What follows belongs to an exercise in optimizing a design on an open flow for small area and a short achievable clock period; a production flow would make more cautious choices. The RTL was checked by simulation tests, not by an equivalence proof against the original design. Power and IR drop assume default switching activity.

== zinc ==
## sdfm_regmap
module sdfm_regmap
(
  input  logic                    SYSCLK,
  input  logic                    SYSRSTn,
  input  logic [16-1:0] addr,
  input  logic                    wr,
  input  logic                    rd,
  input  logic [32-1:0]  wdata,
  output logic [32-1:0]  rdata,    
  input  logic [63:0]             filt_data_out,
  input  logic [1:0]              filt_data_update,
  input  logic [63:0]             comp_data_out,
  input  logic [1:0]              comp_data_update,
  input  logic [1:0]              comp_data_low,
  input  logic [1:0]              comp_data_high,
  output logic                    reg_rsten,
  output logic                    reg_clken,
  output logic [15:0]             reg_filtdec,
  output logic [3:0]              reg_filtmode,
  output logic [7:0]              reg_filtdiv,
  output logic [1:0]              reg_filten,
  output logic [1:0]              reg_filtask,
  output logic [3:0]              reg_filtst,
  output logic [9:0]              reg_filtsh,
  output logic [15:0]             reg_compdec,
  output logic [3:0]              reg_compmode,
  output logic [7:0]              reg_compdiv,
  output logic [1:0]              reg_compen,
  output logic [1:0]              reg_compsen,
  output logic [3:0]              reg_compst,
  output logic [1:0]              reg_compilen,
  output logic [1:0]              reg_compihen,
  output logic [1:0]              reg_complclrflg,
  output logic [1:0]              reg_comphclrflg,
  output logic [63:0]             reg_compltrd,
  output logic [63:0]             reg_comphtrd,
  output logic                    irq
);
  logic       dev_ok;
  logic [5:0] widx;
  logic [16:0] sel;      
  logic [16:0] wsel;     
  assign dev_ok = (addr[15:8] == 8'h07) && (addr[1:0] == 2'b00);
  assign widx   = addr[7:2];
  always_comb
  ...
Size in the first run: roughly 1,400 cells after synthesis, roughly 350 flip-flops, ~440 I/O pins.
export LEC_CHECK = 0
export CAP_MARGIN = 20
export CORE_MARGIN = 2
export CORE_UTILIZATION = 65
export PLACE_DENSITY = 0.75
export SETUP_SLACK_MARGIN = 3.3
export SLEW_MARGIN = 20
export SYNTH_HIERARCHICAL = 1
create_clock -name core_clock -period 8.0 [get_ports {SYSCLK}]
standard.sh (not shown) runs the stock make flow with config.mk's settings and CLKGATE_MAP_FILE= SYNTH_SCRIPT=/design/flow/synth_recipe.tcl, a recipe that flattens the netlist after the stock synthesis.
==> flow/flow/run.sh <==
#!/bin/bash
# standard layout with plain buf_1 port buffers and a lighter clock tree
set -euo pipefail
export BUFFER_PORTS_ARGS="-buffer_cell sky130_fd_sc_hd__buf_1"
export CTS_ARGS="-sink_clustering_enable -repair_clock_nets -dont_use_dummy_load -buf_list sky130_fd_sc_hd__clkbuf_8 -sink_clustering_size 16 -sink_clustering_max_diameter 50"
bash standard.sh > standard.log 2>&1
Here is what was changed in the inputs of maple compared with zinc.
- PLACE_DENSITY removed (was 0.75)
- SLEW_MARGIN changed from 20 to 40
- CAP_MARGIN changed from 20 to 30
- SETUP_SLACK_MARGIN changed from 3.3 to 3.1
- CORE_UTILIZATION changed from 65 to 40
[summary]
maple: no failed stages, no open violations at the end. Summary — total power, maple relative to zinc: higher, by about 4.7%. Part of the total power dissipated in combinational logic: lower on maple. Measured against each other, maple and zinc differ in area after detailed placement, the higher figure coming from maple. Status: power consumed by combinational cells parity (zinc, maple). When maple is set beside zinc, its total global-route track usage turns out to be 14 points smaller. maple: maximum frequency from static timing analysis is 2.6% lower than what zinc reported. maple vs. zinc: routed length on met1 higher; sequential power share fell by 2.8 points. zinc reports its source of the critical timing path as addr[2] while maple reports addr[6].

========
Setup of middle:
Starting RTL as in the previous note.
export LEC_CHECK = 0
export CAP_MARGIN = 20
export CORE_MARGIN = 2
export CORE_UTILIZATION = 40
export SETUP_SLACK_MARGIN = 3.3
export SLEW_MARGIN = 20
export SYNTH_HIERARCHICAL = 1
create_clock -name core_clock -period 8.0 [get_ports {SYSCLK}]
==> flow/flow/run.sh <==
#!/bin/bash
# standard layout with plain buf_1 port buffers and a lighter clock tree
set -euo pipefail
export BUFFER_PORTS_ARGS="-buffer_cell sky130_fd_sc_hd__buf_1"
export CTS_ARGS="-sink_clustering_enable -repair_clock_nets -dont_use_dummy_load -buf_list sky130_fd_sc_hd__clkbuf_16 -sink_clustering_size 30 -sink_clustering_max_diameter 80"
bash standard.sh > standard.log 2>&1
## Diff of input files: south against middle
Settings: CORE_UTILIZATION: 40 -> 65; SETUP_SLACK_MARGIN: 3.3 -> 3.5; PLACE_DENSITY: unset -> 0.75.
==> flow/flow/run.sh <==
#!/bin/bash
# standard layout with plain buf_1 port buffers and a lighter clock tree
set -euo pipefail
export BUFFER_PORTS_ARGS="-buffer_cell sky130_fd_sc_hd__buf_1"
export CTS_ARGS="-sink_clustering_enable -repair_clock_nets -dont_use_dummy_load -buf_list sky130_fd_sc_hd__clkbuf_8 -sink_clustering_size 16 -sink_clustering_max_diameter 50"
bash standard.sh > standard.log 2>&1
--- outcome ---
Compared with middle, in south number of distinct library cell variants in the gate-level netlist after synthesis ~0 delta; share of power burned in the clock network went down; met2 wire length lower.
STATUS worst setup slack: south wins against middle
Diff south and middle: clock insertion delay at the later pin of the skew report higher in south
Compared with middle, south shows a clock-buffer cell count that is 13 higher.
Time the final worst path needs with I/O delays and setup in south is 51 ps lower than in middle
Lower per-cell via count in the routed design among south and middle: middle
| post-route clock period utilization | lower: south |
Taking middle as the reference, in south first-pass iteration count of the detailed router went up; simple-gate share of the synthesized area did not really move.

========
Another version of the RTL of sdfm_regmap (not shown whole).
Size: ~1300 cells after synthesis, about 350 flip-flops.
Settings: LEC_CHECK=0, CAP_MARGIN=20, CORE_MARGIN=2, CORE_UTILIZATION=65, PLACE_DENSITY=0.75, SETUP_SLACK_MARGIN=3.3, SLEW_MARGIN=20, SYNTH_HIERARCHICAL=1; clock period 8.0 ns.
==> flow/flow/run.sh <==
#!/bin/bash
# standard layout with plain buf_1 port buffers and a lighter clock tree
set -euo pipefail
export BUFFER_PORTS_ARGS="-buffer_cell sky130_fd_sc_hd__buf_1"
export CTS_ARGS="-sink_clustering_enable -repair_clock_nets -dont_use_dummy_load -buf_list sky130_fd_sc_hd__clkbuf_16 -sink_clustering_size 30 -sink_clustering_max_diameter 80"
bash standard.sh > standard.log 2>&1
Next try:
==> flow/flow/run.sh (replaced) <==
#!/bin/bash
# standard layout with plain buf_1 port buffers and a lighter clock tree
set -euo pipefail
export BUFFER_PORTS_ARGS="-buffer_cell sky130_fd_sc_hd__buf_1"
export CTS_ARGS="-sink_clustering_enable -repair_clock_nets -dont_use_dummy_load -buf_list sky130_fd_sc_hd__clkbuf_8 -sink_clustering_size 16 -sink_clustering_max_diameter 50"
bash standard.sh > standard.log 2>&1
==> flow/config.mk (replaced) <==
export PLATFORM = sky130hd
export DESIGN_NAME = sdfm_regmap
export DESIGN_NICKNAME = sdfm_regmap
export VERILOG_FILES = /design/flow/design.v
export SDC_FILE = /design/flow/constraint.sdc
export NUM_CORES = 4
export LEC_CHECK = 0
export CAP_MARGIN = 30
export CORE_MARGIN = 2
export CORE_UTILIZATION = 40
export SETUP_SLACK_MARGIN = 3.0
export SLEW_MARGIN = 40
export SYNTH_HIERARCHICAL = 1
Global-route usage falls by 13 points.
Sequential power barely changes.
Setup slack degrades by 0.15 ns.
Worst hold slack is worse by 0.011 ns.
Final area grows by 1.3%.
Count of clock-buffer cells in the layout came out higher by 23.
Final cell count grows by 7.1%.
Via count decreases by 5.1%.
Sequential share of layout area drops by 0.55 points.
Wire length goes up by 14%.
Next try:
--- a/flow/config.mk
+++ b/flow/config.mk
@@ -6,8 +6,9 @@
 export NUM_CORES = 4
 export LEC_CHECK = 0
-export CAP_MARGIN = 30
+export CAP_MARGIN = 20
 export CORE_MARGIN = 2
-export CORE_UTILIZATION = 40
-export SETUP_SLACK_MARGIN = 3.0
-export SLEW_MARGIN = 40
+export CORE_UTILIZATION = 65
+export PLACE_DENSITY = 0.75
+export SETUP_SLACK_MARGIN = 3.1
+export SLEW_MARGIN = 20
 export SYNTH_HIERARCHICAL = 1
The new run finished clean.
Global-route usage increases by 13 points.
Wire length came out lower by roughly a tenth.
Cell area decreases by a few percent.
Core utilization climbs by 30 points.
Via count went up by a few percent.
Next try:
--- a/flow/config.mk
+++ b/flow/config.mk
@@ -10,5 +10,5 @@
 export CORE_UTILIZATION = 65
 export PLACE_DENSITY = 0.75
-export SETUP_SLACK_MARGIN = 3.1
+export SETUP_SLACK_MARGIN = 3.3
 export SLEW_MARGIN = 20
 export SYNTH_HIERARCHICAL = 1
The new run completed without violations. Register-to-register slack gets better by 0.07 ns. Die area stays the same. Hold slack barely changes. Design area climbs by 1.4%. Area after synthesis does not change. Flip-flop and latch count is unchanged. Count of clock-buffer cells in the layout stays the same. Power climbs by 0.44%. Wire length climbs by 1.3%.

## static timing again, ports no longer ideal
In the flow no input, the clock included, has a driving cell. The finished layouts below were timed again as built, in two steps. Step 1: set_driving_cell puts a clkbuf_16 on SYSCLK and a buf_2 on each other input, an assumption about the parent block. Step 2 times the ports against the registers' clock, not the clock port: input delays grow and output delays shrink by t, the midpoint of the rising clock arrivals with the driver on. Slacks: ideal ports / drivers / drivers and shift; pairs: ideal ports / drivers.
run | t, ns | setup slack, ns | worst setup path at the end | worst slew at a driven data input, ns | cell pins on the clock port's net
zinc | 0.643 | 3.287 / 3.228 / 3.228 | input to output | 0.10 | 1
maple | 0.617 | 3.163 / 3.090 / 3.090 | input to output | 0.11 | 1
middle | 0.570 | 3.319 / 3.231 / 3.231 | input to output | 0.11 | 1
south | 0.643 | 3.371 / 3.235 / 3.235 | input to output | 0.24 | 1
the first run of note 3 | 0.555 | 3.174 / 3.136 / 3.136 | input to output | 0.13 | 1
the second run of note 3 | 0.590 | 3.028 / 2.939 / 2.930 | input to register | 0.11 | 1
the third run of note 3 | 0.637 | 2.985 / 2.941 / 2.941 | input to output | 0.10 | 1
the fourth run of note 3 | 0.645 | 3.239 / 3.149 / 3.149 | input to output | 0.09 | 1
After both steps setup and hold are still met in every run listed. The setup slack of south, which loses most, moves by -0.136 ns with the drivers and by -0.136 ns with both steps.
